This is an optimization exercise on Yosys and OpenROAD, whose aim is small area, a short achievable clock period and few clock cycles per item, not a production implementation. RTL that was checked went through simulation tests only; none was proved equivalent to the original. No functional check of the RTL was part of runs 1 to 4. Power figures rest on the tool's default switching activity, not on a simulated workload.

## config.mk

```make
export PLATFORM = sky130hd
export DESIGN_NAME = priority_scheduler_with_aging_top
export DESIGN_NICKNAME = priority_scheduler_with_aging_top
export VERILOG_FILES = /design/flow/design.v
export SDC_FILE = /design/flow/constraint.sdc
export NUM_CORES = 4
export LEC_CHECK = 0
export CAP_MARGIN = 20
export CORE_MARGIN = 2
export CORE_UTILIZATION = 30
export SLEW_MARGIN = 20
```

## constraint.sdc

```tcl
create_clock -name core_clock -period 8.0 [get_ports {clk}]
set_input_delay 1.6000 -clock core_clock [delete_from_list [all_inputs] [get_ports {clk}]]
set_output_delay 1.6000 -clock core_clock [all_outputs]
set_load 0.01 [all_outputs]
```

## design.v

```verilog
module psa_cell (
  input  wire       clk,
  input  wire       rst_n,
  input  wire       ld,         
  input  wire [3:0] slv,
  input  wire [3:0] dlv,
  input  wire       slv_nz,
  input  wire       dlv_nz,
  input  wire       age,        
  input  wire       set_w,      
  input  wire       clr_w,      
  input  wire       set_ran,    
  output reg        w,
  output reg        ran,
  output reg        qnz,        
  output reg  [3:0] cur,
  output wire       riser,      
  output wire       dropper,    
  output wire       stayer      
);
  reg  [3:0] base;
  wire listed = w & qnz;
  assign riser   = listed & ~ran & ~(&cur);
  assign dropper = listed & ran & (cur > base);
  assign stayer  = listed & ~riser & ~dropper;
  wire up = age & riser;
  wire dn = age & dropper;
  wire [3:0] tg;
  assign tg[0] = up | dn;
  assign tg[1] = (up & cur[0]) | (dn & ~cur[0]);
  assign tg[2] = (up & cur[0] & cur[1]) | (dn & ~cur[0] & ~cur[1]);
  assign tg[3] = (up & cur[0] & cur[1] & cur[2]) | (dn & ~cur[0] & ~cur[1] & ~cur[2]);
  always @(posedge clk) begin
    if (!rst_n) begin
      w   <= 1'b0;
      ran <= 1'b0;
    end else begin
      if (set_w) w <= 1'b1;
      else if (clr_w) w <= 1'b0;
      if (set_ran) ran <= 1'b1;
      else if (age & listed & ran & ~dropper) ran <= 1'b0;
    end
    if (ld) begin
      base <= slv;
      cur  <= dlv;
      qnz  <= slv_nz & dlv_nz;
    end else begin
      cur  <= cur ^ tg;
    end
  end
endmodule
module psa_ctrl (
  input  wire        clk,
  input  wire        rst_n,
  input  wire        in_valid,
  output wire        in_stall,
  input  wire [15:0] in_data,
  output reg         out_valid,
  input  wire        out_stall,
  output wire [9:0]  out_data,
  output reg  [15:0] req,
  output wire        go,            
  output wire        done,          
  input  wire        hold,          
  input  wire [5:0]  run_fields,    
  input  wire [3:0]  result         
);
  reg       req_v;
  reg [3:0] res_r;
  assign go       = req_v & (~out_valid | ~out_stall);
  assign done     = go & ~hold;
  assign in_stall = req_v & ~done;
  assign out_data = {run_fields, res_r};
  always @(posedge clk) begin
    if (!rst_n) begin
      req_v     <= 1'b0;
      out_valid <= 1'b0;
    end else begin
      if (in_valid & ~in_stall) req_v <= 1'b1;
      else if (done) req_v <= 1'b0;
      if (done) out_valid <= 1'b1;
      else if (~out_stall) out_valid <= 1'b0;
    end
    if (in_valid & ~in_stall) req <= in_data;
    if (done) res_r <= result;
  end
endmodule
module priority_scheduler_with_aging_top (
  input  wire        clk,
  input  wire        rst_n,
  input  wire        in_valid,
  output wire        in_stall,
  input  wire [15:0] in_data,
  output wire        out_valid,
  input  wire        out_stall,
  output wire [9:0]  out_data
);
  localparam [1:0] OP_ADD = 2'd0, OP_REMOVE = 2'd1, OP_FINISH = 2'd2, OP_TICK = 2'd3;
  wire [15:0] req;
  wire        go, done;
  reg         pend;          
  reg  [15:0] b1_r;
  wire [3:0]  result;
  reg  [15:0] run;           
  reg  [3:0]  run_lv;        
  reg  [1:0]  tick;
  reg  [4:0]  run_id;
  integer k;
  always @(*) begin
    run_id = 5'd0;
    for (k = 0; k < 16; k = k + 1)
      run_id = run_id | ({5{run[k]}} & (k + 1));
  end
  psa_ctrl u_ctrl (
    .clk(clk), .rst_n(rst_n), .in_valid(in_valid), .in_stall(in_stall),
    .in_data(in_data), .out_valid(out_valid), .out_stall(out_stall),
    .out_data(out_data), .req(req), .go(go), .done(done), .hold(hold),
    .run_fields({|run, run_id}), .result(result)
  );
  wire [1:0] op  = req[15:14];
  wire [4:0] id  = req[13:9];
  wire [3:0] slv = req[8:5];
  wire [3:0] dlv = req[4:1];
  wire       rdy = req[0];
  wire [15:0] w, ran, qnz, riser, dropper, stayer;
  wire [3:0]  cur [0:15];
  wire        id_ok   = id[4] ? (id[3:0] == 4'd0) : (id[3:0] != 4'd0);
  wire [3:0]  idx     = id[3:0] - 4'd1;
  wire        is_add  = (op == OP_ADD);
  wire        is_rm   = (op == OP_REMOVE);
  wire        is_fin  = (op == OP_FINISH);
  wire        is_tck  = (op == OP_TICK);
  wire        aging   = is_tck & (tick == 2'd2);
  wire        aging_x = done & aging;
  wire        run_none = ~(|run);
  reg  [15:0] sel;
  always @(*)
    for (k = 0; k < 16; k = k + 1)
      sel[k] = id_ok & (idx == k);
  always @(*) begin
    run_lv = 4'd0;
    for (k = 0; k < 16; k = k + 1)
      run_lv = run_lv | ({4{run[k]}} & cur[k]);
  end
  wire [3:0]  id_cur = cur[idx];
  wire        id_w   = |(w & sel);
  wire add_ok   = is_add & id_ok & rdy & ~(|(run & sel));
  wire add_pre  = add_ok & ~run_none & (slv != 4'd0) & (dlv > run_lv);
  wire add_run  = add_ok & (run_none | add_pre);
  wire add_wait = add_ok & ~add_run;
  wire rm_ok    = is_rm & id_ok & id_w & (id_cur == dlv);
  reg  [15:0] e2, e1, e0;
  reg  [15:0] q3, q2, q1, q0;
  reg  [3:0]  qmax;
  always @(*) begin
    for (k = 0; k < 16; k = k + 1) begin
      q3[k] = qnz[k] & cur[k][3];
      q2[k] = qnz[k] & cur[k][2];
      q1[k] = qnz[k] & cur[k][1];
      q0[k] = qnz[k] & cur[k][0];
    end
    qmax[3] = |(w & q3);
    e2 = w  & ~({16{qmax[3]}} & ~q3);
    qmax[2] = |(e2 & q2);
    e1 = e2 & ~({16{qmax[2]}} & ~q2);
    qmax[1] = |(e1 & q1);
    e0 = e1 & ~({16{qmax[1]}} & ~q1);
    qmax[0] = |(e0 & q0);
  end
  wire [15:0] top   = e0 & ~({16{qmax[0]}} & ~q0);
  wire [15:0] lv_eq = top & {16{qmax == run_lv}};
  wire [15:0] cand_age = riser & lv_eq;
  wire [15:0] cand = top & (is_fin ? 16'hffff : (riser & {16{qmax == run_lv}}));
  reg  [15:0] older [0:15];      
  reg  [15:0] xo;                
  wire [119:0] m;
  integer i, j;
  always @(*) begin
    for (i = 0; i < 16; i = i + 1)
      for (j = 0; j < 16; j = j + 1)
        if (i == j) older[i][j] = 1'b0;
        else if (i < j) older[i][j] = m[j*(j-1)/2 + i];
        else older[i][j] = ~m[i*(i-1)/2 + j];
    for (j = 0; j < 16; j = j + 1) begin
      xo[j] = 1'b0;
      for (i = 0; i < 16; i = i + 1)
        xo[j] = xo[j] | (cand[i] & older[i][j]);
    end
  end
  wire [15:0] pick = cand & ~xo;
  wire age_pre = aging & (|cand_age);
  wire pre_any = add_pre | age_pre;
  wire need2 = aging & (|stayer) & ((|dropper) | (|cand_age));
  wire hold  = pend & ~(is_rm | (is_tck & ~aging));
  wire [15:0] picked  = pick & {16{done & (is_fin | aging)}};
  wire [15:0] set_ran = (sel & {16{done & add_run}}) | picked;
  wire [15:0] clr_w   = set_ran | (sel & {16{done & rm_ok}});
  wire [15:0] set_w   = (sel & {16{done & add_wait}}) | (run & {16{done & pre_any}});
  wire [15:0] ld      = sel & {16{done & add_ok}};
  genvar g;
  generate
    for (g = 0; g < 16; g = g + 1) begin : g_cell
      psa_cell u_cell (
        .clk(clk), .rst_n(rst_n), .ld(ld[g]), .slv(slv), .dlv(dlv),
        .slv_nz(slv != 4'd0), .dlv_nz(dlv != 4'd0), .age(aging_x),
        .set_w(set_w[g]), .clr_w(clr_w[g]), .set_ran(set_ran[g]),
        .w(w[g]), .ran(ran[g]), .qnz(qnz[g]), .cur(cur[g]),
        .riser(riser[g]), .dropper(dropper[g]), .stayer(stayer[g])
      );
    end
  endgenerate
  wire [15:0] b_add = (sel & {16{add_wait}}) | (run & {16{add_pre}});
  wire [15:0] b_age = (|stayer) ? stayer : (dropper | (run & {16{age_pre}}));
  wire [15:0] b = pend ? ({16{go}} & b1_r) :
                  ({16{done}} & (is_add ? b_add : aging ? b_age : 16'd0));
  always @(posedge clk) begin
    if (!rst_n) pend <= 1'b0;
    else if (go) pend <= done & need2;
    if (done & need2) b1_r <= dropper | (stayer & lv_eq & xo) | (run & {16{age_pre}});
  end
  genvar gi, gj;
  generate
    for (gj = 1; gj < 16; gj = gj + 1) begin : g_row
      for (gi = 0; gi < gj; gi = gi + 1) begin : g_bit
        reg mb;
        always @(posedge clk) mb <= (mb & ~b[gi]) | (mb & b[gj]) | (~b[gi] & b[gj]);
        assign m[gj*(gj-1)/2 + gi] = mb;
      end
    end
  endgenerate
  wire [1:0] status = (is_add & ~add_ok) ? 2'd1 : (is_rm & ~rm_ok) ? 2'd2 : 2'd0;
  assign result = {status, pre_any, aging};
  always @(posedge clk) begin
    if (!rst_n) begin
      run  <= 16'd0;
      tick <= 2'd0;
    end else if (done) begin
      if (add_run) run <= sel;
      else if (is_fin | age_pre) run <= pick;
      if (is_tck) tick <= aging ? 2'd0 : tick + 2'd1;
    end
  end
endmodule
```

## run.sh

```bash
#!/bin/bash
# synth_recipe.tcl (not shown) runs the flow's synth.tcl, then flattens the netlist and writes it again
# the make line also repeats each setting of config.mk as NAME=value (left out here)
make -C /OpenROAD-flow-scripts/flow DESIGN_CONFIG=/design/flow/config.mk WORK_HOME=/design/flow/orfs CLKGATE_MAP_FILE= SYNTH_SCRIPT=/design/flow/synth_recipe.tcl finish
```

==> key figures, run 1 <==
Run status
  – Outcome: no timing/DRC/antenna violations

Synthesis
  – Yosys warning total: 5
  – Top-count cell post-synth: nand2_1
  – Main synth FF type: dfxtp_1
  – Top cell type by total area after synthesis: dfxtp_1
  – Gate Count Post-Synth: 2697
  – Synth top area cells: dfxtp_1 21%, edfxtp_1 15%, nand2_1 4.9%
  – Post-synth top area share: 0.2080
  – Number of enable flip-flop cells after synthesis: 116
  – Cell Area, Synth: 22810 µm²
  – Mean Syn Cell Area: 8.458 µm²
  – Netlist cell types: 107
  – Synth Register Bits: 353
  – Async S/R FF share, synth: 0
  – Syn nets: 2786
  – Post-synthesis sequential area ratio: 0.3607
  – Synth cell count leaders: 295 x nand2_1, 237 x dfxtp_1, 148 x a21oi_1

Timing
  – Worst Tran Pin Value: 991.8 ps
  – Fin worst setup slack: 793.4 ps
  – Fin. max-slew vios: 0
  – Fin crit period: 7207 ps
  – RSZ-0062 raised after global routing: false
  – Tcrit/Tclk final: 0.9008
  – # setup viols final: 0
  – Setup Total Neg Slack: 0 ps
  – Skew final: 75.96 ps
  – Endpoints failing hold: 0
  – Highest Clock Rate: 138.8 MHz
  – Worst rel slew slack: 0.3348

Floorplanning
  – Die height: 279.8 µm
  – Std-Cell Rows: 101
  – Area of the core: 75570 µm²
  – # IOs: 32
  – Initial Util: 0.3019
  – Die ar.: 78260 µm²
  – Die Width: 279.8 µm

Worst setup path
  – Critical Path RT: 8480 ps
  – Worst setup SP type: register
  – Class of the most critical setup path: register to register
  – Crit path from: g_cell[14].u_cell.w$_SDFFE_PN0P_
  – CP max stage delay: 710 ps
  – Critical path data arrival time: 7690 ps
  – Origin of the critical flop-to-flop path: g_cell[14].u_cell.w$_SDFFE_PN0P_
  – Worst path cell trace: nand3_1 -> nand4_1 -> nor4_4 -> buf_4 -> nor2_1 -> o211ai_1 -> o211ai_2 -> nand2_1 -> a2111oi_4 -> nand4bb_2 -> nor2_1 -> buf_4 -> a21oi_1 -> o221ai_1 -> nor4_1 -> nand4_1 -> o311ai_0 -> a21oi_1
  – Worst Setup End Kind: register
  – Critical-path maximum fanout: 34
  – Critical-path top delay cell: dfxtp_1

Clock network
  – Post-CTS setup buffers: 0
  – Max Root-Sink Buffers: 3
  – Clock latency (worst-skew pair): 640 ps
  – Num CTS Buffers: 42
  – TritonCTS clock tree: built
  – Clock-pin slew on the worst setup and hold paths: 70 ps
  – Cts hold-fix bufs: 0
  – CTS root buffer: clkbuf_16
  – Htree depth: 2
  – # clock sinks: 353
  – Gates resized, CTS repair: 0

Min path
  – Hold WC Path Type: register to register
  – Hold Crit Start: tick[1]$_SDFFE_PN0P_

Routing
  – Drc violations: 0
  – Detailed Routing Iterations Pass 1: 6
  – Vias per cell: 6.568
  – Antenna Nets Post-Route: 0
  – DRT iter0 DRCs: 3976
  – WL/cell: 34.12 µm
  – Final wirelength: 128200 µm
  – Routed vias: 24682

Power
  – Switching share of total power: 0.2823
  – Clock power share: 0.459
  – Max VDD drop: 0.0001981 V
  – LEAKAGE: 0.009526 µW
  – Pwr/cell area: 172.1 nW/µm²
  – P_sw: 1281 µW
  – Reg power frac: 0.443
  – Cell Int Power: 3257 µW
  – Comb pwr share: 0.098

GRT
  – Total Routing Usage GR: 0.3185
  – Largest net degree at the start of global routing: 44
  – First-pass GRT wire length: 178600 µm
  – Initial antenna violation count: 4
  – Vias in the first global route: 22766
  – Overflow after GRT: 0

Flow run
  – Max_cap viols: 0

Cells and area
  – Fillers: 7857
  – Largest regs: g_row.g_bit.mb (120), g_cell.u_cell.base (64), g_cell.u_cell.cur (64)
  – Top reg by flops: g_row.g_bit.mb
  – Number of flip-flops in the largest register: 120
  – Layout cells sized above 1: 0.1156
  – Fin nets: 2833
  – Final non-filler cell total: 3758
  – Layout area overhead: 15.60%
  – Final core occ: 0.3490

Placement
  – Post-DP HPWL: 95370 µm
  – Placed insts: 3678
  – Setup WS pre-CTS: 1222 ps
  – Port Buf Inserts: 31
  – Final Wtd Congestion: 1.082
-- final cells by class --
class	count	area, µm²	area share
Multi-Input combinational cell	1998	13250	0.5024
Sequential cell	353	8228	0.3120
Timing Repair Buffer	212	1667	0.06320
Tap cell	978	1224	0.04640
Clock buffer	57	1220	0.04626
Inverter	137	514.2	0.01950
Clock inverter	21	265.3	0.01006
Antenna cell	2	5.005	0.0001898
-- worst max-delay path: cells and delay by family, from the launching register on --
kind,cells,cell delay (ps)
flip-flops,1,710
AND/OR/NAND/NOR,9,2740
buffers and inverters,2,520
AO/OA/AOI/OAI,7,3060
-- logic make-up (layout without fill, tap and decap cells) --
| family | Yosys count | after routing | share of synthesized area |
|---|---|---|---|
| simple gates | 891 | 891 | 0.1930 |
| compound gates | 844 | 844 | 0.2649 |
| flops | 353 | 353 | 0.3607 |
| buf+inv | 346 | 427 | 0.06181 |
| fa+ha+maj | 180 | 180 | 0.08666 |
| xor+xnor | 70 | 70 | 0.02688 |
| mux | 13 | 13 | 0.006033 |
| other cells | 0 | 2 | 0 |
-- routing by layer --
| layer | share of wire | track usage | routed length (µm) | vias up |
|---|---|---|---|---|
| li1 | - | - | - | 10298 |
| met1 | 0.39 | 0.4056 | 50150 | 11908 |
| met2 | 0.40 | 0.4582 | 51660 | 1912 |
| met3 | 0.12 | 0.09608 | 15040 | 560 |
| met4 | 0.088 | 0.2223 | 11220 | 4 |
| met5 | 0.0012 | 0 | 155 | - |
-- power by group through the flow --
stage	Clock (µW)	Combinational [µW]	Sequential, µW
floorplan	0	245	2000
global placement	0	428	2040
detailed placement	0	425	2040
CTS	2100	428	2010
global route	2170	461	2010
finish	2080	446	2010
-- path summary, 6_finish.rpt --
check | endpoint | slack [ps] | depth (start not counted)
max | g_cell[8].u_cell.w$_SDFFE_PN0P_ | 790 | 18
min | tick[1]$_SDFFE_PN0P_ | 500 | 2
max reg2reg | g_cell[8].u_cell.w$_SDFFE_PN0P_ | 790 | 18
min reg2reg | tick[1]$_SDFFE_PN0P_ | 500 | 2
-- metrics by stage --
step / instance area [µm²] / hold slack (ps) / power (µW)
floorplan: 22810 / 458.1 / 2244
global placement: 24840 / 478.5 / 2473
detailed placement: 24850 / 497.5 / 2469
CTS: 26340 / 512.6 / 4529
global route: 26370 / 539.4 / 4641
finish: 26370 / 497.4 / 4538
-- cells in the final DEF (no fill, tap or decap), types with 44 or more instances in the layout --
cell	instances
nand2_1	295
dfxtp_1	237
buf_4	180
a21oi_1	148
nor2_1	143
o21ai_0	137
inv_1	133
edfxtp_1	116
maj3_1	109
nand3_1	104
ha_1	69
nor3_1	65
nand4_1	49
a22oi_1	49
xnor2_1	49
nor4_1	48
o22ai_1	47
o21a_1	47
clkbuf_16	44
==> run 2: changes to the inputs <==
--- a/config.mk
+++ b/config.mk
@@ -9,3 +9,4 @@
 export CORE_MARGIN = 2
 export CORE_UTILIZATION = 30
+export SETUP_SLACK_MARGIN = 3
 export SLEW_MARGIN = 20
==> run 2 against run 1 <==
Area after synthesis unchanged; clock-buffer cell count is 4 higher; clock power rose by 2%; combinational power grew 18%; fmax grew 34%; largest power group unchanged; highest routed layer unchanged; core utilization grew 6.2 points.
==> key figures, run 2 <==
Cells and area
  – Final non-filler cell total: 3978 (+5.9%)
  – Most frequent cells in the layout: 282 x buf_4, 281 x nand2_1, 209 x dfxtp_1
  – Fin nets: 3048 (+7.6%)
  – Number of flip-flops in the largest register: 120 (unchanged)
  – Commonest non-fill, non-tap cell in the layout: buf_4
  – Final core occ: 0.4106 (+0.06167)
  – Layout area overhead: 36.03%
  – Largest regs: g_row.g_bit.mb (120), g_cell.u_cell.base (64), g_cell.u_cell.cur (64)
  – Final Instance Area: 31030 µm² (+18%)
  – Top reg by flops: g_row.g_bit.mb
  – Layout cells sized above 1: 0.3004 (+0.1848)

Timing
  – Setup Total Neg Slack: 0 ps (unchanged)
  – RSZ-0062 raised after global routing: true
  – Tcrit/Tclk final: 0.6729 (-0.2279)
  – Fin. max-slew vios: 0 (unchanged)
  – Highest Clock Rate: 185.8 MHz (+34%)
  – Worst rel slew slack: 0.04730 (-0.2875)
  – Worst Tran Pin Value: 1428 ps (+435.7 ps)
  – Fin crit period: 5383 ps (-1824 ps)
  – WHS: 517.5 ps (+20.17 ps)
  – Skew final: 52.32 ps (-23.64 ps)
  – Endpoints failing hold: 0 (unchanged)
  – # setup viols final: 0 (unchanged)

Power
  – P_sw: 1345 µW (+4.9%)
  – Clock power share: 0.453 (-0.006)
  – Switching share of total power: 0.2869 (+0.004559)
  – LEAKAGE: 0.01148 µW (+20%)
  – Max VDD drop: 0.0001509 V (-24%)
  – Comb pwr share: 0.113 (+0.015)
  – Cell Int Power: 3342 µW (+2.6%)
  – Reg power frac: 0.434 (-0.009)
  – Pwr/cell area: 151.0 nW/µm² (-12%)

Floorplanning
  – Initial Util: 0.3019 (unchanged)
  – # IOs: 32 (unchanged)
  – Std-Cell Rows: 101 (unchanged)
  – Die ar.: 78260 µm² (unchanged)
  – Die height: 279.8 µm (unchanged)
  – Die Width: 279.8 µm (unchanged)
  – Area of the core: 75570 µm² (unchanged)

Run status
  – Outcome: no timing/DRC/antenna violations

Worst setup path
  – Critical path endpoint: g_cell[12].u_cell.w$_SDFFE_PN0P_
  – Worst Setup End Kind: register
  – Crit path from: g_cell[9].u_cell.qnz$_DFFE_PP_
  – Origin of the critical flop-to-flop path: g_cell[9].u_cell.qnz$_DFFE_PP_
  – R2R depth: 25 (+7)
  – Class of the most critical setup path: register to register
  – Reg-to-reg slack, setup: 2620 ps (+1820 ps)
  – Critical Path RT: 8480 ps (about the same)
  – Critical path data arrival time: 5860 ps (-1830 ps)
  – Critical-path maximum fanout: 5 (-85%)
  – Worst setup SP type: register
  – RR Endpoint: g_cell[12].u_cell.w$_SDFFE_PN0P_

Synthesis
  – Async S/R FF share, synth: 0 (unchanged)
  – Yosys warning total: 5 (unchanged)
  – Syn nets: 2786 (unchanged)
  – Main synth FF type: dfxtp_1
  – Cell Area, Synth: 22810 µm² (unchanged)
  – Netlist cell types: 107 (unchanged)
  – Post-synth top area share: 0.2080 (unchanged)
  – Synth cell count leaders: 295 x nand2_1, 237 x dfxtp_1, 148 x a21oi_1
  – Gate Count Post-Synth: 2697 (unchanged)
  – Mean Syn Cell Area: 8.458 µm² (unchanged)
  – Synth top area cells: dfxtp_1 21%, edfxtp_1 15%, nand2_1 4.9%
  – Number of enable flip-flop cells after synthesis: 116 (unchanged)
  – Top-count cell post-synth: nand2_1
  – Top cell type by total area after synthesis: dfxtp_1
  – Synth Register Bits: 353 (unchanged)
  – Post-synthesis sequential area ratio: 0.3607 (unchanged)

Clock network
  – Num CTS Buffers: 42 (unchanged)
  – Max Root-Sink Buffers: 3 (unchanged)
  – TritonCTS clock tree: built
  – # clock sinks: 353 (unchanged)
  – CTS root buffer: clkbuf_16
  – Clock-pin slew on the worst setup and hold paths: 80 ps (about the same)
  – Htree depth: 2 (unchanged)
  – Cts hold-fix bufs: 0 (unchanged)
  – Clock latency (worst-skew pair): 640 ps (about the same)

GRT
  – First-pass GRT wire length: 179000 µm (+0.22%)
  – Largest net degree at the start of global routing: 33 (-25%)
  – Initial antenna violation count: 9 (+5)
  – Total Routing Usage GR: 0.3163 (-0.002198)
  – Vias in the first global route: 23693 (+4.1%)
  – Overflow after GRT: 0 (unchanged)

Flow run
  – Max_cap viols: 0 (unchanged)

Min path
  – Hold WC Path Type: register to register

Placement
  – Post-DP HPWL: 92480 µm (-3.0%)
  – Final Wtd Congestion: 1.110 (+2.6%)
  – Post-placement cell area: 24710 µm² (-0.56%)
  – Placed insts: 3658 (-0.54%)
  – Port Buf Inserts: 31 (unchanged)

Routing
  – Final wirelength: 134200 µm (+4.7%)
  – DRT iter0 DRCs: 4963 (+25%)
  – Detailed Routing Iterations Pass 1: 14 (+8)
  – Drc violations: 0 (unchanged)
  – Antenna Nets Post-Route: 0 (unchanged)
  – Vias per cell: 6.723 (+2.4%)
  – Routed vias: 26746 (+8.4%)
  – WL/cell: 33.74 µm (-1.1%)
==> run 2: changes by cell type in the layout (fill, tap and decap cells not counted), sizes merged, moves of 2 or more <==
cell      before  now
clkinv        15   12
clkbuf        57   69
buf          181  379
nand2        296  298
clkinvlp       0    3
inv          140  136
diode          2    7
==> run 2: worst min path at each step <==
stage	startpoint	endpoint	slack, ps	depth (start not counted)
global placement	tick[1]$_SDFFE_PN0P_	tick[1]$_SDFFE_PN0P_	480	2
floorplan	g_cell[7].u_cell.ran$_SDFFE_PN0P_	g_cell[7].u_cell.ran$_SDFFE_PN0P_	460	2
detailed placement	g_row[15].g_bit[12].mb$_DFF_P_	g_row[15].g_bit[12].mb$_DFF_P_	490	1
CTS	tick[1]$_SDFFE_PN0P_	tick[1]$_SDFFE_PN0P_	510	2
finish	tick[0]$_SDFFE_PN0P_	tick[0]$_SDFFE_PN0P_	520	2
global route	tick[1]$_SDFFE_PN0P_	tick[1]$_SDFFE_PN0P_	540	2
==> run 2: worst max-delay path, cell delays in order, from the launching register on <==
cell       delay (ps)
edfxtp_1          460
buf_6             150
nand3_2            60
nand4_1           150
nor4_4            310
buf_6             200
buf_6             120
buf_6             110
buf_6              90
o211ai_1           80
buf_4             190
buf_4             130
o22a_1            230
o2111ai_1         170
o21ai_0           160
o221ai_1          130
nand4bb_4         290
buf_12            130
buf_16            110
nor3_4             50
nor2_2            500
o32ai_1           260
nor4_4            430
nand4_1           230
a21oi_2           340
o22ai_1           120
==> run 2: kinds of logic after synthesis <==
family,share of synthesized area
XOR/XNOR,0.02688
buffers and inverters,0.06181
adder cells (fa/ha/maj),0.08666
AO/OA/AOI/OAI,0.2649
AND/OR/NAND/NOR,0.1930
multiplexers,0.006033
flip-flops,0.3607
==> run 2: cell type report <==
class / count / area [µm²]
fillers: 7452 / 44540
multi-input cells: 2006 / 15530
flip-flops and latches: 353 / 8275
repair buffers: 419 / 3919
clock buffers: 61 / 1284
well taps: 978 / 1224
inverters: 137 / 539.3
clock inverters: 17 / 244.0
diodes: 7 / 17.52
==> run 2: what timing repair did <==
| action | in CTS | in global routing |
|---|---|---|
| hold endpoints to repair | 0 | 0 |
| cloned | 6 | 20 |
| gates resized for setup | 263 | 382 |
| pin swaps | 54 | 179 |
| endpoints found under the setup margin | 202 | 185 |
| buffers inserted | 106 | 103 |
==> run 2: per-stage QoR <==
stage               power [µW]  setup WS, ps
floorplan                 2244          3335
global placement          2470          1313
detailed placement        2470          1345
CTS                       4590          2922
global route              4776          2628
finish                    4687          2617
==> run 2: power by group through the flow <==
| stage | clock, µW | combinational (µW) | sequential [µW] |
|---|---|---|---|
| 2_1_floorplan | 0 | 245 | 2000 |
| 5_1_grt | 2200 | 539 | 2040 |
| 3_5_place_dp | 0 | 412 | 2060 |
| 6_report | 2120 | 528 | 2040 |
| 4_1_cts | 2130 | 438 | 2020 |
| 3_3_place_gp | 0 | 412 | 2060 |
==> run 2: per-layer routing <==
layer / vias up / wire length [µm] / share of wire / track usage
met1: 12649 / 49470 / 0.37 / 0.4048
met2: 2475 / 52110 / 0.39 / 0.4479
met5: - / 121 / 0.00090 / 0
met3: 866 / 19360 / 0.14 / 0.1053
met4: 8 / 13140 / 0.098 / 0.2147
li1: 10748 / - / - / -
==> run 3: changes to the inputs <==
--- a/config.mk
+++ b/config.mk
@@ -6,4 +6,5 @@
 export NUM_CORES = 4
 export LEC_CHECK = 0
+export ABC_AREA = 1
 export CAP_MARGIN = 20
 export CORE_MARGIN = 2
==> run 3 against run 2 <==
Sequential power grew 11%; global-route usage shrank 6.0 points; clock-buffer cell count shrank 5; critical path depth grew 18; synthesized cell count grew 27%; fmax grew 2.9%; combinational power grew 57%; via count shrank 4.6%; final area shrank 3.6%.
==> key figures, run 3 <==
Cells and area
  – Number of flip-flops in the largest register: 120 (unchanged)
  – Commonest non-fill, non-tap cell in the layout: nand2_1
  – Most frequent cells in the layout: 1002 x nand2_1, 508 x inv_1, 228 x nor2_1
  – Antenna cells: 0 (-7)
  – Layout area overhead: 31.33%
  – Largest regs: g_row.g_bit.mb (120), g_cell.u_cell.base (64), g_cell.u_cell.cur (64)
  – Area of the multi-input gates: 13840 µm² (-11%)
  – Fin nets: 3786 (+24%)
  – Fillers: 7889 (+5.9%)
  – Top reg by flops: g_row.g_bit.mb
  – Reg area: 8303 µm² (+0.33%)
  – Layout cells sized above 1: 0.2115 (-0.08890)

Timing
  – Skew final: 35.57 ps (-16.75 ps)
  – Setup Total Neg Slack: 0 ps (unchanged)
  – Worst rel slew slack: 0.2082 (+0.1609)
  – Worst Tran Pin Value: 1179 ps (-248.8 ps)
  – Fin. max-slew vios: 0 (unchanged)
  – Highest Clock Rate: 191.1 MHz (+2.9%)
  – RSZ-0062 raised after global routing: true
  – Fin crit period: 5233 ps (-150.0 ps)
  – Tcrit/Tclk final: 0.6541 (-0.01875)
  – Endpoints failing hold: 0 (unchanged)
  – # setup viols final: 0 (unchanged)
  – Fin worst setup slack: 2767 ps (+150.0 ps)

Routing
  – Detailed Routing Iterations Pass 1: 6 (-8)
  – WL/cell: 22.13 µm (-34%)
  – Final wirelength: 104200 µm (-22%)
  – Routed vias: 25515 (-4.6%)
  – Drc violations: 0 (unchanged)
  – Vias per cell: 5.418 (-19%)
  – DRT iter0 DRCs: 2881 (-42%)
  – Antenna Nets Post-Route: 0 (unchanged)

Synthesis
  – Top cell type by total area after synthesis: dfxtp_1
  – Synth Register Bits: 353 (unchanged)
  – Main synth FF type: dfxtp_1
  – Post-synth top area share: 0.2084 (+0.0003771)
  – Post-synthesis sequential area ratio: 0.3613 (+0.0006540)
  – Async S/R FF share, synth: 0 (unchanged)
  – Mux cell area share after synthesis: 0 (-0.006033)
  – Largest family of logic cells by synthesized area: simple AND/OR/NAND/NOR gates
  – Number of enable flip-flop cells after synthesis: 116 (unchanged)
  – Mean Syn Cell Area: 6.633 µm² (-22%)
  – Area share of xor/xnor cells in the synthesized design: 0.01769 (-0.009183)
  – Cell Area, Synth: 22770 µm² (-0.18%)
  – Gate Count Post-Synth: 3433 (+27%)
  – Synth cell count leaders: 1149 x nand2_1, 527 x inv_1, 283 x nor2_1
  – Post-synthesis compound-gate area fraction: 0.1306 (-0.1344)
  – Yosys warning total: 5 (unchanged)
  – Top-count cell post-synth: nand2_1
  – Synth top area cells: dfxtp_1 21%, nand2_1 19%, edfxtp_1 15%
  – Syn nets: 3522 (+26%)
  – Netlist cell types: 54 (-50%)
  – Post-Synth Simple-Gate Area: 0.3401 (+0.1471)
  – Synth Area in Adders: 0.03791 (-0.04875)

Power
  – Max VDD drop: 0.0001432 V (-5.1%)
  – LEAKAGE: 0.01443 µW (+26%)
  – Comb pwr share: 0.162 (+0.049)
  – Reg power frac: 0.441 (+0.007)
  – Cell Int Power: 3524 µW (+5.5%)
  – Clock power share: 0.397 (-0.056)
  – P_sw: 1607 µW (+19%)
  – Pwr/cell area: 171.6 nW/µm² (+14%)
  – Switching share of total power: 0.3131 (+0.02624)

Worst setup path
  – Crit. path cell count: 43 (+72%)
  – Critical-path maximum fanout: 8 (+3)
  – Crit path buffers/inverters: 7 (-2)
  – Worst Setup End Kind: register
  – Worst setup SP type: register
  – Critical Path RT: 8540 ps (+60 ps)
  – Class of the most critical setup path: register to register
  – R2R depth: 43 (+72%)
  – Critical-path top delay cell: edfxtp_1
  – CP max stage delay: 440 ps (-60 ps)
  – Most Frequent Cell on Critical Path: nand2_1
  – Family with the most delay on the worst path: simple AND/OR/NAND/NOR gates
  – Critical path data arrival time: 5770 ps (-90 ps)

Placement
  – Port Buf Inserts: 31 (unchanged)
  – Setup WS pre-CTS: 1196 ps (-149.1 ps)
  – Final Wtd Congestion: 1.027 (-7.5%)
  – Post-DP HPWL: 74210 µm (-20%)

Floorplanning
  – Die Width: 279.5 µm (about the same)
  – Std-Cell Rows: 101 (unchanged)
  – # IOs: 32 (unchanged)
  – Die height: 279.5 µm (about the same)
  – Initial Util: 0.3013 (-0.0005464)
  – Die ar.: 78120 µm² (-0.18%)
  – Area of the core: 75570 µm² (unchanged)

Clock network
  – Htree depth: 2 (unchanged)
  – Num CTS Buffers: 42 (unchanged)
  – Cts hold-fix bufs: 0 (unchanged)
  – CTS root buffer: clkbuf_16
  – Clock-pin slew on the worst setup and hold paths: 60 ps (-20 ps)
  – # clock sinks: 353 (unchanged)
  – TritonCTS clock tree: built
  – Max Root-Sink Buffers: 3 (unchanged)
  – Clock latency (worst-skew pair): 610 ps (-30 ps)

GRT
  – Overflow after GRT: 0 (unchanged)
  – Largest net degree at the start of global routing: 50 (+52%)
  – Initial antenna violation count: 2 (-7)
  – First-pass GRT wire length: 150300 µm (-16%)
  – Vias in the first global route: 23508 (-0.78%)
  – Total Routing Usage GR: 0.2562 (-0.06011)

Run status
  – Outcome: no timing/DRC/antenna violations

Min path
  – Hold path depth: 2 (unchanged)
  – Hold WC Path Type: register to register

Flow run
  – Max_cap viols: 0 (unchanged)
-- run 3: cell types whose count changed after synthesis, moves of 34 or more --
cell	change
maj3_1	-109
xnor2_1	-45
nand3_1	+73
clkbuf_1	-101
inv_1	+394
and2_1	-34
nand2_1	+854
o21ai_0	+65
a22oi_1	-45
nor2_1	+137
o21a_1	-47
a21oi_1	-69
-- run 3: final timing paths --
check | from | end | slack [ps]
min reg2reg | g_row[15].g_bit[3].mb$_DFF_P_ | g_row[15].g_bit[3].mb$_DFF_P_ | 450
max reg2reg | g_cell[1].u_cell.qnz$_DFFE_PP_ | g_row[6].g_bit[2].mb$_DFF_P_ | 2770
max | g_cell[1].u_cell.qnz$_DFFE_PP_ | g_row[6].g_bit[2].mb$_DFF_P_ | 2770
min | g_row[15].g_bit[3].mb$_DFF_P_ | g_row[15].g_bit[3].mb$_DFF_P_ | 450
-- run 3: area by class of cell --
type	instances	share of cell area
clock inverters	22	0.006862
well taps	978	0.04092
repair inverters	3	0.0008368
multi-input cells	2453	0.4627
repair buffers	291	0.09518
flip-flops and latches	353	0.2776
inverters	553	0.07456
clock buffers	56	0.04134
-- run 3: power groups by stage --
stage	Clock (µW)	Combinational, µW	Sequential (µW)
floorplan	0	487	2210
global placement	0	672	2280
detailed placement	0	681	2280
CTS	2060	749	2250
global route	2130	925	2280
finish	2040	831	2260
-- run 3: layer usage --
layer	share of wire	global-route usage	wire length, µm	up-vias
met2	0.42	0.3907	44200	1468
met4	0.060	0.1296	6286	2
met3	0.10	0.05079	10580	380
met1	0.41	0.3436	43110	11924
met5	0.00012	0	13	-
li1	-	-	-	11741
-- run 3: logic make-up after synthesis --
group | count (synthesis)
AOI/OAI and AO/OA | 497
xor gates and xnor gates | 46
adders and majority gates | 69
buffers and inverters | 637
DFF | 353
and+or+nand+nor | 1831
-- run 3: what timing repair did --
item                                    4_1_cts  5_1_grt
endpoints found under the setup margin      319      277
resized for setup                           375      256
pin swaps                                   126      154
setup buffers                               161       49
cloned                                       10        4
-- run 3: per-stage QoR --
step                total power [µW]  utilization  hold slack (ps)  area, µm²  cells
finish                          5131       0.3957            449.8      29900   4709
floorplan                       2695            -            425.8      22770   3433
CTS                             5060       0.3767            451.0      28460   4654
detailed placement              2962       0.3201            438.8      24190   4405
global route                    5336       0.3957            465.9      29900   4709
global placement                2954       0.3201            435.7      24190   4405
-- run 3: worst reg2reg max path, delay by kind of cell, from the launching register on --
| family | cells | cell delay (ps) |
|---|---|---|
| buffers and inverters | 7 | 1030 |
| AO/OA/AOI/OAI | 1 | 120 |
| AND/OR/NAND/NOR | 35 | 3580 |
| flip-flops | 1 | 440 |
==> run 4: changes to the inputs <==
--- a/design.v
+++ b/design.v
@@ -22,5 +22,8 @@
   wire listed = w & qnz;
   assign riser   = listed & ~ran & ~(&cur);
-  assign dropper = listed & ran & (cur > base);
+  wire [3:0] gtb = cur & ~base;
+  wire [3:0] eqb = ~(cur ^ base);
+  wire cur_gt = gtb[3] | (eqb[3] & (gtb[2] | (eqb[2] & (gtb[1] | (eqb[1] & gtb[0])))));
+  assign dropper = listed & ran & cur_gt;
   assign stayer  = listed & ~riser & ~dropper;
   wire up = age & riser;
@@ -143,5 +146,10 @@
       run_lv = run_lv | ({4{run[k]}} & cur[k]);
   end
-  wire [3:0]  id_cur = cur[idx];
+  reg  [3:0]  id_cur;
+  always @(*) begin
+    id_cur = 4'd0;
+    for (k = 0; k < 16; k = k + 1)
+      id_cur = id_cur | ({4{sel[k]}} & cur[k]);
+  end
   wire        id_w   = |(w & sel);
   wire add_ok   = is_add & id_ok & rdy & ~(|(run & sel));
@@ -150,7 +158,7 @@
   wire add_wait = add_ok & ~add_run;
   wire rm_ok    = is_rm & id_ok & id_w & (id_cur == dlv);
-  reg  [15:0] e2, e1, e0;
   reg  [15:0] q3, q2, q1, q0;
   reg  [3:0]  qmax;
+  reg  [15:0] top, eh, h3, h2, h1, h0, l3, l2, l1, l0;
   always @(*) begin
     for (k = 0; k < 16; k = k + 1) begin
@@ -160,13 +168,17 @@
       q0[k] = qnz[k] & cur[k][0];
     end
-    qmax[3] = |(w & q3);
-    e2 = w  & ~({16{qmax[3]}} & ~q3);
-    qmax[2] = |(e2 & q2);
-    e1 = e2 & ~({16{qmax[2]}} & ~q2);
-    qmax[1] = |(e1 & q1);
-    e0 = e1 & ~({16{qmax[1]}} & ~q1);
-    qmax[0] = |(e0 & q0);
-  end
-  wire [15:0] top   = e0 & ~({16{qmax[0]}} & ~q0);
+    h3 = w & q3 & q2;
+    h2 = w & q3 & ~q2;
+    h1 = w & ~q3 & q2;
+    h0 = w & ~q3 & ~q2;
+    qmax[3:2] = (|h3) ? 2'd3 : (|h2) ? 2'd2 : (|h1) ? 2'd1 : 2'd0;
+    eh = (|h3) ? h3 : (|h2) ? h2 : (|h1) ? h1 : h0;
+    l3 = eh & q1 & q0;
+    l2 = eh & q1 & ~q0;
+    l1 = eh & ~q1 & q0;
+    l0 = eh & ~q1 & ~q0;
+    qmax[1:0] = (|l3) ? 2'd3 : (|l2) ? 2'd2 : (|l1) ? 2'd1 : 2'd0;
+    top = (|l3) ? l3 : (|l2) ? l2 : (|l1) ? l1 : l0;
+  end
   wire [15:0] lv_eq = top & {16{qmax == run_lv}};
   wire [15:0] cand_age = riser & lv_eq;
==> run 4 against run 3 <==
Still clean on timing, DRC and antenna; area after synthesis rose by 1.8%; combinational power rose by 13%; total power increased by 4.6%; final cell count grew 1.2%; global-route usage grew 0.64 points; clock-buffer cell count grew 6; routed wire length grew 5.0%; sequential cell count unchanged; via count rose by 1.8%; worst hold slack better by 15 ps; clock power is essentially flat; highest routed layer is now met4.
==> key figures, run 4 <==
Run status
  – Outcome: no timing/DRC/antenna violations

Worst setup path
  – Crit path buffers/inverters: 5 (-2)
  – Critical path data arrival time: 5500 ps (-270 ps)
  – Family with the most delay on the worst path: simple AND/OR/NAND/NOR gates
  – Critical Path RT: 8480 ps (-60 ps)
  – CP max stage delay: 430 ps (about the same)
  – Class of the most critical setup path: register to register
  – Critical-path maximum fanout: 8 (unchanged)
  – Worst setup SP type: register
  – Critical-path top delay cell: edfxtp_1
  – Worst Setup End Kind: register
  – Most Frequent Cell on Critical Path: nand2_1

Synthesis
  – Netlist cell types: 51 (-5.6%)
  – Async S/R FF share, synth: 0 (unchanged)
  – Post-synth top area share: 0.2169 (+0.008549)
  – Post-synthesis sequential area ratio: 0.3551 (-0.006244)
  – Syn nets: 3645 (+3.5%)
  – Mean Syn Cell Area: 6.487 µm² (-2.2%)
  – Number of enable flip-flop cells after synthesis: 116 (unchanged)
  – Main synth FF type: dfxtp_1
  – Synth top area cells: nand2_1 22%, dfxtp_1 20%, edfxtp_1 15%
  – Gate Count Post-Synth: 3572 (+4.0%)
  – Post-Synth Simple-Gate Area: 0.3710 (+0.03090)
  – Top-count cell post-synth: nand2_1
  – Synth Area in Adders: 0.02862 (-0.009295)
  – Synth Register Bits: 353 (unchanged)
  – Synth cell count leaders: 1339 x nand2_1, 458 x inv_1, 247 x nor2_1
  – Mux cell area share after synthesis: 0 (unchanged)
  – Top cell type by total area after synthesis: nand2_1
  – Post-synthesis compound-gate area fraction: 0.1142 (-0.01635)
  – Yosys warning total: 5 (unchanged)
  – Largest family of logic cells by synthesized area: simple AND/OR/NAND/NOR gates
  – Area share of xor/xnor cells in the synthesized design: 0.02495 (+0.007254)
  – Cell Area, Synth: 23170 µm² (+1.8%)

Timing
  – Highest Clock Rate: 199.1 MHz (+4.2%)
  – Fin crit period: 5023 ps (-210.3 ps)
  – RSZ-0062 raised after global routing: true
  – Worst Tran Pin Value: 1233 ps (+53.81 ps)
  – Setup Total Neg Slack: 0 ps (unchanged)
  – Skew final: 45.43 ps (+9.861 ps)
  – Fin. max-slew vios: 0 (unchanged)
  – Worst rel slew slack: 0.1728 (-0.03540)
  – Fin worst setup slack: 2977 ps (+210.3 ps)
  – Endpoints failing hold: 0 (unchanged)
  – # setup viols final: 0 (unchanged)
  – WHS: 465.0 ps (+15.26 ps)
  – Tcrit/Tclk final: 0.6279 (-0.02628)

GRT
  – Overflow after GRT: 0 (unchanged)
  – First-pass GRT wire length: 155100 µm (+3.2%)
  – Vias in the first global route: 23295 (-0.91%)
  – Largest net degree at the start of global routing: 33 (-34%)
  – Total Routing Usage GR: 0.2626 (+0.006426)
  – Initial antenna violation count: 1 (-1)

Routing
  – Antenna Nets Post-Route: 0 (unchanged)
  – Final wirelength: 109400 µm (+5.0%)
  – DRT iter0 DRCs: 3516 (+22%)
  – Drc violations: 0 (unchanged)
  – Vias per cell: 5.452 (+0.63%)
  – WL/cell: 22.94 µm (+3.7%)
  – Detailed Routing Iterations Pass 1: 7 (+1)
  – Routed vias: 25986 (+1.8%)

Cells and area
  – Fin nets: 3776 (-0.26%)
  – Most frequent cells in the layout: 1256 x nand2_1, 447 x inv_1, 217 x nor2_1
  – Number of flip-flops in the largest register: 120 (unchanged)
  – Top reg by flops: g_row.g_bit.mb
  – Layout area overhead: 21.99%
  – Layout cells sized above 1: 0.1432 (-0.06827)
  – Final Instance Area: 28270 µm² (-5.5%)
  – Antenna cells: 0 (unchanged)
  – Commonest non-fill, non-tap cell in the layout: nand2_1
  – Largest regs: g_row.g_bit.mb (120), g_cell.u_cell.base (64), g_cell.u_cell.cur (64)

Power
  – LEAKAGE: 0.01391 µW (-3.6%)
  – Max VDD drop: 0.0002207 V (+54%)
  – Pwr/cell area: 189.9 nW/µm² (+11%)
  – Power consumption: 5367 µW (+4.6%)

Floorplanning
  – Die ar.: 79480 µm² (+1.7%)
  – Std-Cell Rows: 101 (unchanged)
  – Die height: 281.9 µm (+0.86%)
  – # IOs: 32 (unchanged)
  – Die Width: 281.9 µm (+0.86%)
  – Initial Util: 0.3041 (+0.002756)
  – Area of the core: 76200 µm² (+0.84%)

Clock network
  – Clock latency (worst-skew pair): 620 ps (about the same)
  – Htree depth: 2 (unchanged)
  – Num CTS Buffers: 44 (+4.8%)
  – # clock sinks: 353 (unchanged)
  – Max Root-Sink Buffers: 3 (unchanged)
  – TritonCTS clock tree: built
  – CTS root buffer: clkbuf_16
  – Cts hold-fix bufs: 0 (unchanged)
  – Clock-pin slew on the worst setup and hold paths: 70 ps (about the same)

Placement
  – Final Wtd Congestion: 1.068 (+4.0%)
  – Setup WS pre-CTS: 1518 ps (+321.7 ps)
  – Post-placement cell area: 24550 µm² (+1.5%)
  – Post-DP HPWL: 78830 µm (+6.2%)
  – Port Buf Inserts: 31 (unchanged)

Min path
  – Hold WC Path Type: register to register

Flow run
  – Max_cap viols: 0 (unchanged)
-- run 4: cell types whose count changed after synthesis, sizes merged, moves of 17 or more --
cell / change
a21o: +31
a21oi: +46
o21ai: -107
nor3: +18
nand4: +17
o22ai: -24
nand2: +176
nor2: -40
xor2: +21
inv: -44
nand3: +54
-- run 4: metrics by stage --
| stage | util | instances |
|---|---|---|
| after global routing | 0.3710 | 4766 |
| after CTS | 0.3506 | 4684 |
| after global placement | 0.3222 | 4569 |
| after floorplan | - | 3572 |
| after detailed placement | 0.3222 | 4569 |
| final | 0.3710 | 4766 |
-- run 4: timing repair --
action                                  4_1_cts  5_1_grt
resized for setup                           122      232
setup buffers                                32       66
pin swaps                                     9       36
gates cloned                                  4       15
endpoints found under the setup margin      206      315
-- run 4: area by class of cell --
class,count,area (µm²)
fillers,8148,47930
clock buffers,62,1241
flip-flops and latches,353,8283
clock inverters,17,203.9
inverters,500,1972
well taps,1030,1289
repair inverters,1,8.758
repair buffers,179,1540
multi-input cells,2624,13730
-- run 4: cell families after synthesis --
group | Yosys count
buffers and inverters | 612
AO/OA/AOI/OAI | 434
AND/OR/NAND/NOR | 2054
flip-flops | 353
XOR/XNOR | 66
adder cells (fa/ha/maj) | 53
-- run 4: worst paths after layout --
kind / from / endpoint / slack (ps) / cells after the start
worst min register to register: g_row[15].g_bit[3].mb$_DFF_P_ / g_row[15].g_bit[3].mb$_DFF_P_ / 470 / 2
worst max register to register: g_cell[12].u_cell.qnz$_DFFE_PP_ / g_row[6].g_bit[2].mb$_DFF_P_ / 2980 / 36
worst max-delay path: g_cell[12].u_cell.qnz$_DFFE_PP_ / g_row[6].g_bit[2].mb$_DFF_P_ / 2980 / 36
worst min-delay path: g_row[15].g_bit[3].mb$_DFF_P_ / g_row[15].g_bit[3].mb$_DFF_P_ / 470 / 2
-- run 4: per-layer routing --
layer | vias to the layer above | global-route usage | wire [µm]
met5 | - | 0 | 0
met4 | 0 | 0.1489 | 7422
met3 | 319 | 0.04350 | 10910
met2 | 1612 | 0.3947 | 45450
met1 | 12150 | 0.3555 | 45570
li1 | 11905 | - | -
-- run 4: worst min-delay path: stages, from the launching register on --
cell and delay [ps]:
dfxtp_1 320, nand2_1 60, nand2_1 50
-- run 4: power by group --
group	internal (µW)	switching, µW	leakage (µW)	total (µW)
Combinational	313	622	0.0102	935
Sequential	2080	283	0.00300	2370
Clock	1210	854	0.000695	2060
Total	3610	1760	0.0139	5370
==> run 5: changes to the inputs <==
--- a/design.v
+++ b/design.v
@@ -222,6 +222,6 @@
     end
   endgenerate
-  wire [15:0] b_add = (sel & {16{add_wait}}) | (run & {16{add_pre}});
-  wire [15:0] b_age = (|stayer) ? stayer : (dropper | (run & {16{age_pre}}));
+  wire [15:0] b_add = (sel & {16{add_ok}}) | run;
+  wire [15:0] b_age = (|stayer) ? stayer : (dropper | run);
   wire [15:0] b = pend ? ({16{go}} & b1_r) :
                   ({16{done}} & (is_add ? b_add : aging ? b_age : 16'd0));
@@ -229,5 +229,5 @@
     if (!rst_n) pend <= 1'b0;
     else if (go) pend <= done & need2;
-    if (done & need2) b1_r <= dropper | (stayer & lv_eq & xo) | (run & {16{age_pre}});
+    if (done & need2) b1_r <= dropper | (stayer & lv_eq & xo) | run;
   end
   genvar gi, gj;
--- a/config.mk
+++ b/config.mk
@@ -10,4 +10,4 @@
 export CORE_MARGIN = 2
 export CORE_UTILIZATION = 30
-export SETUP_SLACK_MARGIN = 3
+export SETUP_SLACK_MARGIN = 4
 export SLEW_MARGIN = 20
==> run 5 against run 4 <==
Clock skew down 13 ps; core utilization up 4.1 points; clock power down 5%; still clean; global-route usage up 1.9 points; synthesized cell count down 4.2%; area after synthesis down 0.39%; worst hold slack better by 7.3 ps; non-clock buffer count up 119; register-to-register slack better by 430 ps; die area down 0.39%; highest routed layer unchanged; critical path depth down 4; largest power group unchanged; via count up 0.77%.
==> key figures, run 5 <==
Routing
  – Vias per cell: 5.533 (+1.5%)
  – DRT iter0 DRCs: 3099 (-12%)
  – Detailed Routing Iterations Pass 1: 6 (-1)
  – Top routing layer used: met4
  – Routed vias: 26186 (+0.77%)
  – Drc violations: 0 (unchanged)
  – DRT met1 WL: 45780 µm (+0.45%)
  – Metal2 WL: 49860 µm (+9.7%)
  – Met3 WL: 12290 µm (+13%)
  – WL/cell: 24.72 µm (+7.8%)
  – Final wirelength: 117000 µm (+7.0%)
  – Antenna Nets Post-Route: 0 (unchanged)

Timing
  – Worst Tran Pin Value: 1219 ps (-13.36 ps)
  – Tcrit/Tclk final: 0.5746 (-0.05329)
  – Fin. max-slew vios: 0 (unchanged)
  – Endpoints failing hold: 0 (unchanged)
  – Highest Clock Rate: 217.6 MHz (+9.3%)
  – Fin crit period: 4597 ps (-426.3 ps)
  – Skew final: 32.00 ps (-13.43 ps)
  – # setup viols final: 0 (unchanged)
  – Worst rel slew slack: 0.1817 (+0.008965)
  – RSZ-0062 raised after global routing: true
  – Setup Total Neg Slack: 0 ps (unchanged)

Power
  – LEAKAGE: 0.01428 µW (+2.6%)
  – Reg power frac: 0.440 (about the same)
  – Max VDD drop: 0.0001491 V (-32%)
  – Switching share of total power: 0.3210 (-0.006864)
  – Clock power share: 0.395 (+0.010)
  – Pwr/cell area: 158.4 nW/µm² (-17%)
  – Comb pwr share: 0.166 (-0.008)
  – Cell Int Power: 3373 µW (-6.5%)
  – P_sw: 1594 µW (-9.4%)

Synthesis
  – Mux cell area share after synthesis: 0.001301 (+0.001301)
  – Gate Count Post-Synth: 3422 (-4.2%)
  – Post-synthesis sequential area ratio: 0.3565 (+0.001405)
  – Largest family of logic cells by synthesized area: simple AND/OR/NAND/NOR gates
  – Top-count cell post-synth: nand2_1
  – Synth Register Bits: 353 (unchanged)
  – Mean Syn Cell Area: 6.744 µm² (+4.0%)
  – Post-synthesis compound-gate area fraction: 0.1352 (+0.02100)
  – Netlist cell types: 54 (+5.9%)
  – Top cell type by total area after synthesis: dfxtp_1
  – Synth cell count leaders: 1036 x nand2_1, 473 x inv_1, 332 x nor2_1
  – Post-synth top area share: 0.2056 (-0.01134)
  – Number of enable flip-flop cells after synthesis: 116 (unchanged)
  – Async S/R FF share, synth: 0 (unchanged)
  – Synth top area cells: dfxtp_1 21%, nand2_1 17%, edfxtp_1 15%
  – Main synth FF type: dfxtp_1
  – Yosys warning total: 5 (unchanged)
  – Syn nets: 3495 (-4.1%)
  – Area share of xor/xnor cells in the synthesized design: 0.02429 (-0.0006602)
  – Synth Area in Adders: 0.05562 (+0.02700)
  – Post-Synth Simple-Gate Area: 0.3184 (-0.05258)
  – Cell Area, Synth: 23080 µm² (-0.39%)

Clock network
  – Clock-pin slew on the worst setup and hold paths: 60 ps (about the same)
  – Num CTS Buffers: 41 (-6.8%)
  – # clock sinks: 353 (unchanged)
  – TritonCTS clock tree: built
  – CTS root buffer: clkbuf_16
  – Clock latency (worst-skew pair): 620 ps (about the same)
  – Htree depth: 2 (unchanged)
  – Max Root-Sink Buffers: 3 (unchanged)

Min path
  – Hold WC Path Type: register to register
  – Hold Crit Start: tick[0]$_SDFFE_PN0P_

Placement
  – Placed insts: 4408 (-3.5%)
  – Final Wtd Congestion: 1.098 (+2.9%)
  – Post-DP HPWL: 81330 µm (+3.2%)
  – Port Buf Inserts: 31 (unchanged)

Worst setup path
  – Crit path from: g_cell[7].u_cell.qnz$_DFFE_PP_
  – Critical-path top delay cell: edfxtp_1
  – Class of the most critical setup path: register to register
  – Origin of the critical flop-to-flop path: g_cell[7].u_cell.qnz$_DFFE_PP_
  – Critical Path RT: 8360 ps (-120 ps)
  – CP max stage delay: 440 ps (about the same)
  – Critical path data arrival time: 4960 ps (-540 ps)
  – Worst Setup End Kind: register
  – Critical-path maximum fanout: 8 (unchanged)
  – Most Frequent Cell on Critical Path: nand2_1
  – Worst setup SP type: register

Cells and area
  – Fin nets: 3741 (-0.93%)
  – Commonest non-fill, non-tap cell in the layout: nand2_1
  – Final core occ: 0.4121 (+0.04119)
  – Number of flip-flops in the largest register: 120 (unchanged)
  – Most frequent cells in the layout: 821 x nand2_1, 437 x inv_1, 240 x nor2_1
  – Layout area overhead: 35.85%
  – Final non-filler cell total: 4733 (-0.69%)
  – Largest regs: g_row.g_bit.mb (120), g_cell.u_cell.base (64), g_cell.u_cell.cur (64)
  – Top reg by flops: g_row.g_bit.mb
  – Fillers: 7866 (-3.5%)
  – Layout cells sized above 1: 0.2678 (+0.1246)

GRT
  – First-pass GRT wire length: 162200 µm (+4.6%)
  – Initial antenna violation count: 2 (+1)
  – Largest net degree at the start of global routing: 38 (+15%)
  – Overflow after GRT: 0 (unchanged)
  – Total Routing Usage GR: 0.2818 (+0.01915)
  – Vias in the first global route: 23632 (+1.4%)

Floorplanning
  – Std-Cell Rows: 101 (unchanged)
  – Area of the core: 76080 µm² (-0.17%)
  – Initial Util: 0.3034 (-0.0006955)
  – Die ar.: 79170 µm² (-0.39%)
  – Die height: 281.4 µm (-0.20%)
  – # IOs: 32 (unchanged)
  – Die Width: 281.4 µm (-0.20%)

Flow run
  – Max_cap viols: 0 (unchanged)

Run status
  – Outcome: no timing/DRC/antenna violations
## run 5: power groups by stage
stage | Combinational [µW] | Sequential, µW | Clock, µW
global route | 877 | 2200 | 2030
CTS | 742 | 2170 | 1960
floorplan | 414 | 2120 | 0
finish | 823 | 2180 | 1960
global placement | 597 | 2190 | 0
detailed placement | 600 | 2190 | 0
## run 5: routing by layer
layer,up-vias,global-route usage
met2,1677,0.4325
met3,484,0.05916
met4,0,0.1736
met1,12341,0.3618
met5,-,0
li1,11684,-
## run 5: path summary, 6_finish.rpt
path | endpoint | slack (ps) | depth (start not counted)
max | b1_r[3]$_DFFE_PP_ | 3400 | 32
min | tick[0]$_SDFFE_PN0P_ | 470 | 2
max reg2reg | b1_r[3]$_DFFE_PP_ | 3400 | 32
min reg2reg | tick[0]$_SDFFE_PN0P_ | 470 | 2
## run 5: repair_timing
action | CTS | global route
cloned | 18 | 6
resized for setup | 408 | 456
hold buffers | 0 | 0
setup endpoints to repair | 369 | 342
setup buffers | 128 | 95
pin swaps | 76 | 145
## run 5: through the flow
| stage | worst slack (ps) | hold slack [ps] | instance area [µm²] | total power (µW) |
|---|---|---|---|---|
| 2_1_floorplan | 4003 | 443.6 | 23110 | 2534 |
| 3_3_place_gp | 1789 | 455.1 | 24370 | 2786 |
| 3_5_place_dp | 1869 | 464.7 | 24370 | 2793 |
| 4_1_cts | 3700 | 474.1 | 28680 | 4869 |
| 5_1_grt | 3273 | 508.0 | 31350 | 5106 |
| 6_report | 3403 | 472.3 | 31350 | 4967 |
## run 5: kinds of logic (layout without fill, tap and decap cells)
logic type                 count (synthesis)  after routing
xor gates and xnor gates                  64             64
adders and majority gates                115            115
buffers and inverters                    607            869
and+or+nand+nor                         1749           1765
other                                      0              3
DFF                                      353            353
muxes                                      3              3
AOI/OAI and AO/OA                        531            531
## run 5: cell type report
class / count / area [µm²] / area share
multi-input cells: 2478 / 15390 / 0.4910
flip-flops and latches: 353 / 8307 / 0.2649
repair buffers: 298 / 3035 / 0.09681
inverters: 494 / 1964 / 0.06265
well taps: 1030 / 1289 / 0.04110
clock buffers: 53 / 1131 / 0.03607
clock inverters: 22 / 206.4 / 0.006584
repair inverters: 2 / 20.02 / 0.0006385
diodes: 3 / 7.507 / 0.0002394
## run 5: worst max-delay path: cells and delay by family, from the launching register on
kind	cells	cell delay, ps
buffers and inverters	8	1100
AOI/OAI and AO/OA	1	70
and+or+nand+nor	23	2700
DFF	1	440
Testbench counts of run 5, summed over its fixed seeds: cycles 3,241, items 3,200.
==> run 6: changes to the inputs <==
--- a/config.mk
+++ b/config.mk
@@ -10,4 +10,4 @@
 export CORE_MARGIN = 2
 export CORE_UTILIZATION = 30
-export SETUP_SLACK_MARGIN = 4
+export SETUP_SLACK_MARGIN = 3
 export SLEW_MARGIN = 20
==> run 6 against run 5 <==
Global-route usage shrank 2.3 points; final area shrank 14%; critical path depth shrank 3; final cell count shrank 4.1%; die area is the same; register-to-register slack lost 330 ps; sequential share of layout area grew 4.2 points; total power shrank 2.9%; fmax shrank 6.6%; largest cell class unchanged; largest power group unchanged.
==> key figures, run 6 <==
Clock network
  – CTS root buffer: clkbuf_16
  – Clock-pin slew on the worst setup and hold paths: 60 ps (about the same)
  – TritonCTS clock tree: built
  – # clock sinks: 353 (unchanged)
  – Max Root-Sink Buffers: 3 (unchanged)
  – Cts hold-fix bufs: 0 (unchanged)
  – Htree depth: 2 (unchanged)
  – Clock latency (worst-skew pair): 600 ps (-20 ps)
  – Num CTS Buffers: 42 (+2.4%)

GRT
  – Largest net degree at the start of global routing: 38 (unchanged)
  – First-pass GRT wire length: 150400 µm (-7.3%)
  – Initial antenna violation count: 5 (+3)
  – Vias in the first global route: 22018 (-6.8%)
  – Total Routing Usage GR: 0.2590 (-0.02276)
  – Overflow after GRT: 0 (unchanged)

Synthesis
  – Syn nets: 3495 (unchanged)
  – Gate Count Post-Synth: 3422 (unchanged)
  – Cell Area, Synth: 23080 µm² (unchanged)
  – Top-count cell post-synth: nand2_1
  – Main synth FF type: dfxtp_1
  – Post-synth top area share: 0.2056 (unchanged)
  – Synth cell count leaders: 1036 x nand2_1, 473 x inv_1, 332 x nor2_1
  – Number of enable flip-flop cells after synthesis: 116 (unchanged)
  – Mean Syn Cell Area: 6.744 µm² (unchanged)
  – Netlist cell types: 54 (unchanged)
  – Synth top area cells: dfxtp_1 21%, nand2_1 17%, edfxtp_1 15%
  – Yosys warning total: 5 (unchanged)
  – Synth Register Bits: 353 (unchanged)
  – Async S/R FF share, synth: 0 (unchanged)
  – Top cell type by total area after synthesis: dfxtp_1
  – Post-synthesis sequential area ratio: 0.3565 (unchanged)

Worst setup path
  – Crit path from: g_cell[3].u_cell.cur[3]$_DFF_P_
  – R2R depth: 29 (-9.4%)
  – Crit. path cell count: 29 (-9.4%)
  – Reg-to-reg slack, setup: 3080 ps (-330 ps)
  – Critical Path RT: 8450 ps (+90 ps)
  – Class of the most critical setup path: register to register
  – Crit path buffers/inverters: 4 (-4)
  – RR Endpoint: g_cell[5].u_cell.w$_SDFFE_PN0P_
  – Critical-path top delay cell: o21ai_1
  – Worst Setup End Kind: register
  – Worst setup SP type: register
  – CP max stage delay: 510 ps (+70 ps)
  – Critical path data arrival time: 5380 ps (+420 ps)
  – Family with the most delay on the worst path: simple AND/OR/NAND/NOR gates
  – Critical-path maximum fanout: 16 (+8)
  – Origin of the critical flop-to-flop path: g_cell[3].u_cell.cur[3]$_DFF_P_
  – Most Frequent Cell on Critical Path: nand2_1

Routing
  – DRT iter0 DRCs: 2733 (-12%)
  – Vias per cell: 5.348 (-3.3%)
  – Final wirelength: 104800 µm (-10%)
  – Routed vias: 24280 (-7.3%)
  – Antenna Nets Post-Route: 0 (unchanged)
  – Detailed Routing Iterations Pass 1: 8 (+2)
  – WL/cell: 23.09 µm (-6.6%)
  – Drc violations: 0 (unchanged)

Timing
  – Fin crit period: 4922 ps (+325.6 ps)
  – Fin. max-slew vios: 0 (unchanged)
  – Endpoints failing hold: 0 (unchanged)
  – Worst Tran Pin Value: 1288 ps (+69.25 ps)
  – Highest Clock Rate: 203.2 MHz (-6.6%)
  – Setup Total Neg Slack: 0 ps (unchanged)
  – Fin worst setup slack: 3078 ps (-325.7 ps)
  – Worst rel slew slack: 0.1352 (-0.04648)
  – Skew final: 19.05 ps (-12.95 ps)
  – Tcrit/Tclk final: 0.6153 (+0.04071)
  – RSZ-0062 raised after global routing: false
  – # setup viols final: 0 (unchanged)

Floorplanning
  – Die Width: 281.4 µm (unchanged)
  – Die height: 281.4 µm (unchanged)
  – # IOs: 32 (unchanged)
  – Initial Util: 0.3034 (unchanged)
  – Die ar.: 79170 µm² (unchanged)
  – Area of the core: 76080 µm² (unchanged)
  – Std-Cell Rows: 101 (unchanged)

Cells and area
  – Largest regs: g_row.g_bit.mb (120), g_cell.u_cell.base (64), g_cell.u_cell.cur (64)
  – Layout cells sized above 1: 0.09091 (-0.1769)
  – Most frequent cells in the layout: 1016 x nand2_1, 465 x inv_1, 313 x nor2_1
  – Fin nets: 3548 (-5.2%)
  – Top reg by flops: g_row.g_bit.mb
  – Number of flip-flops in the largest register: 120 (unchanged)
  – Commonest non-fill, non-tap cell in the layout: nand2_1
  – Layout area overhead: 16.21%

Min path
  – Hold endpoint: tick[0]$_SDFFE_PN0P_
  – Hold Crit Start: tick[0]$_SDFFE_PN0P_
  – Hold path depth: 2 (unchanged)
  – Hold WC Path Type: register to register

Placement
  – Final Wtd Congestion: 1.122 (+2.2%)
  – Setup WS pre-CTS: 1971 ps (+101.9 ps)
  – Port Buf Inserts: 31 (unchanged)
  – Post-DP HPWL: 78970 µm (-2.9%)

Flow run
  – Max_cap viols: 0 (unchanged)

Power
  – Pwr/cell area: 179.8 nW/µm² (+13%)
  – LEAKAGE: 0.01255 µW (-12%)
  – Max VDD drop: 0.0001577 V (+5.7%)

Run status
  – Outcome: no timing/DRC/antenna violations
[run 6: cell families after synthesis]
| logic type | count (synthesis) | synth area share |
|---|---|---|
| AOI/OAI and AO/OA | 531 | 0.1352 |
| xor gates and xnor gates | 64 | 0.02429 |
| adders and majority gates | 115 | 0.05562 |
| buffers and inverters | 607 | 0.1087 |
| DFF | 353 | 0.3565 |
| muxes | 3 | 0.001301 |
| and+or+nand+nor | 1749 | 0.3184 |
[run 6: final cells by class]
cell class	count	area, µm²
antenna	1	2.502
clock buffer	56	1154
clock inverter	22	251.5
fill	8301	49250
inverter	494	1876
multi-input combinational	2464	12810
sequential	353	8238
tap	1030	1289
timing repair buffer	120	1197
[run 6: stage by stage]
step           total power (µW)  hold WS (ps)  cells    util  instance area, µm²
2_1_floorplan              2532         443.6   3422       -               23080
5_1_grt                    4990         500.5   4539  0.3525               26820
6_report                   4823         463.6   4540  0.3526               26820
3_5_place_dp               2779         456.8   4404  0.3198               24330
4_1_cts                    4809         466.2   4501  0.3445               26210
3_3_place_gp               2772         460.3   4404  0.3197               24320
[run 6: worst max path at each step]
stage                                 endpoint  slack (ps)
2_1_floorplan                         in_stall        3550
3_3_place_gp   g_cell[9].u_cell.w$_SDFFE_PN0P_        1970
3_5_place_dp   g_cell[2].u_cell.w$_SDFFE_PN0P_        1970
4_1_cts        g_cell[7].u_cell.w$_SDFFE_PN0P_        3010
5_1_grt                   run[14]$_SDFFE_PN0P_        2980
6_report       g_cell[5].u_cell.w$_SDFFE_PN0P_        3080
[run 6: tightest hold or removal path, stage by stage (launching register included)]
cell	delay, ps
dfxtp_1	310
nand2_1	60
a21oi_1	50
[run 6: what timing repair did]
| action | in CTS | in global routing |
|---|---|---|
| hold endpoints to repair | 0 | 0 |
| buffers inserted | 17 | 36 |
| pin swaps | 6 | 16 |
| endpoints found under the setup margin | 204 | 194 |
| resized for setup | 57 | 67 |
| gates cloned | 2 | 2 |
[run 6: metal layers]
layer / share of wire / track usage / vias to the layer above
met5: 0.00025 / 0 / -
met4: 0.068 / 0.1560 / 4
met3: 0.091 / 0.04284 / 314
met2: 0.43 / 0.3956 / 1303
met1: 0.41 / 0.3427 / 11407
li1: - / - / 11252
[run 6: report_power, final]
group	total [µW]	switching, µW	internal, µW
sequential	2170	183	1980
combinational	662	421	241
clock	1990	842	1150
total	4820	1450	3380

## static timing again, ports no longer ideal
No port has a modelled driver above. Below, the same layouts with a new extraction and two added sets of constraints. Step 1 assumes that a clkbuf_16 drives the clock port and a buf_2 every other input. Step 2 also shifts input and output timing later by t, the mid clock arrival at the registers, as if the neighbouring blocks saw the same clock. Slacks: ideal / step 1 / step 2; pairs: ideal / step 1.
run | t, ns | slack for setup (ns) | worst hold slack (ns) | worst setup path at the end | worst register clock-pin slew, ns
run 1 | 0.665 | 0.793 / 0.793 / 0.793 | 0.497 / 0.497 / 0.497 | register to register | 0.08 / 0.08
run 2 | 0.676 | 2.617 / 2.617 / 2.617 | 0.518 / 0.518 / 0.518 | register to register | 0.08 / 0.08
run 3 | 0.653 | 2.767 / 2.767 / 2.767 | 0.450 / 0.450 / 0.450 | register to register | 0.07 / 0.07
run 4 | 0.668 | 2.977 / 2.977 / 2.789 | 0.465 / 0.465 / 0.465 | input to register | 0.07 / 0.07
run 5 | 0.668 | 3.403 / 3.403 / 3.403 | 0.472 / 0.472 / 0.472 | register to register | 0.07 / 0.07
run 6 | 0.655 | 3.078 / 3.077 / 3.028 | 0.464 / 0.464 / 0.464 | input to register | 0.07 / 0.07
After both steps every run listed still meets setup and hold. For run 4, which loses most, drivers alone change the setup slack by 0.000 ns; drivers and shift together by -0.188 ns.
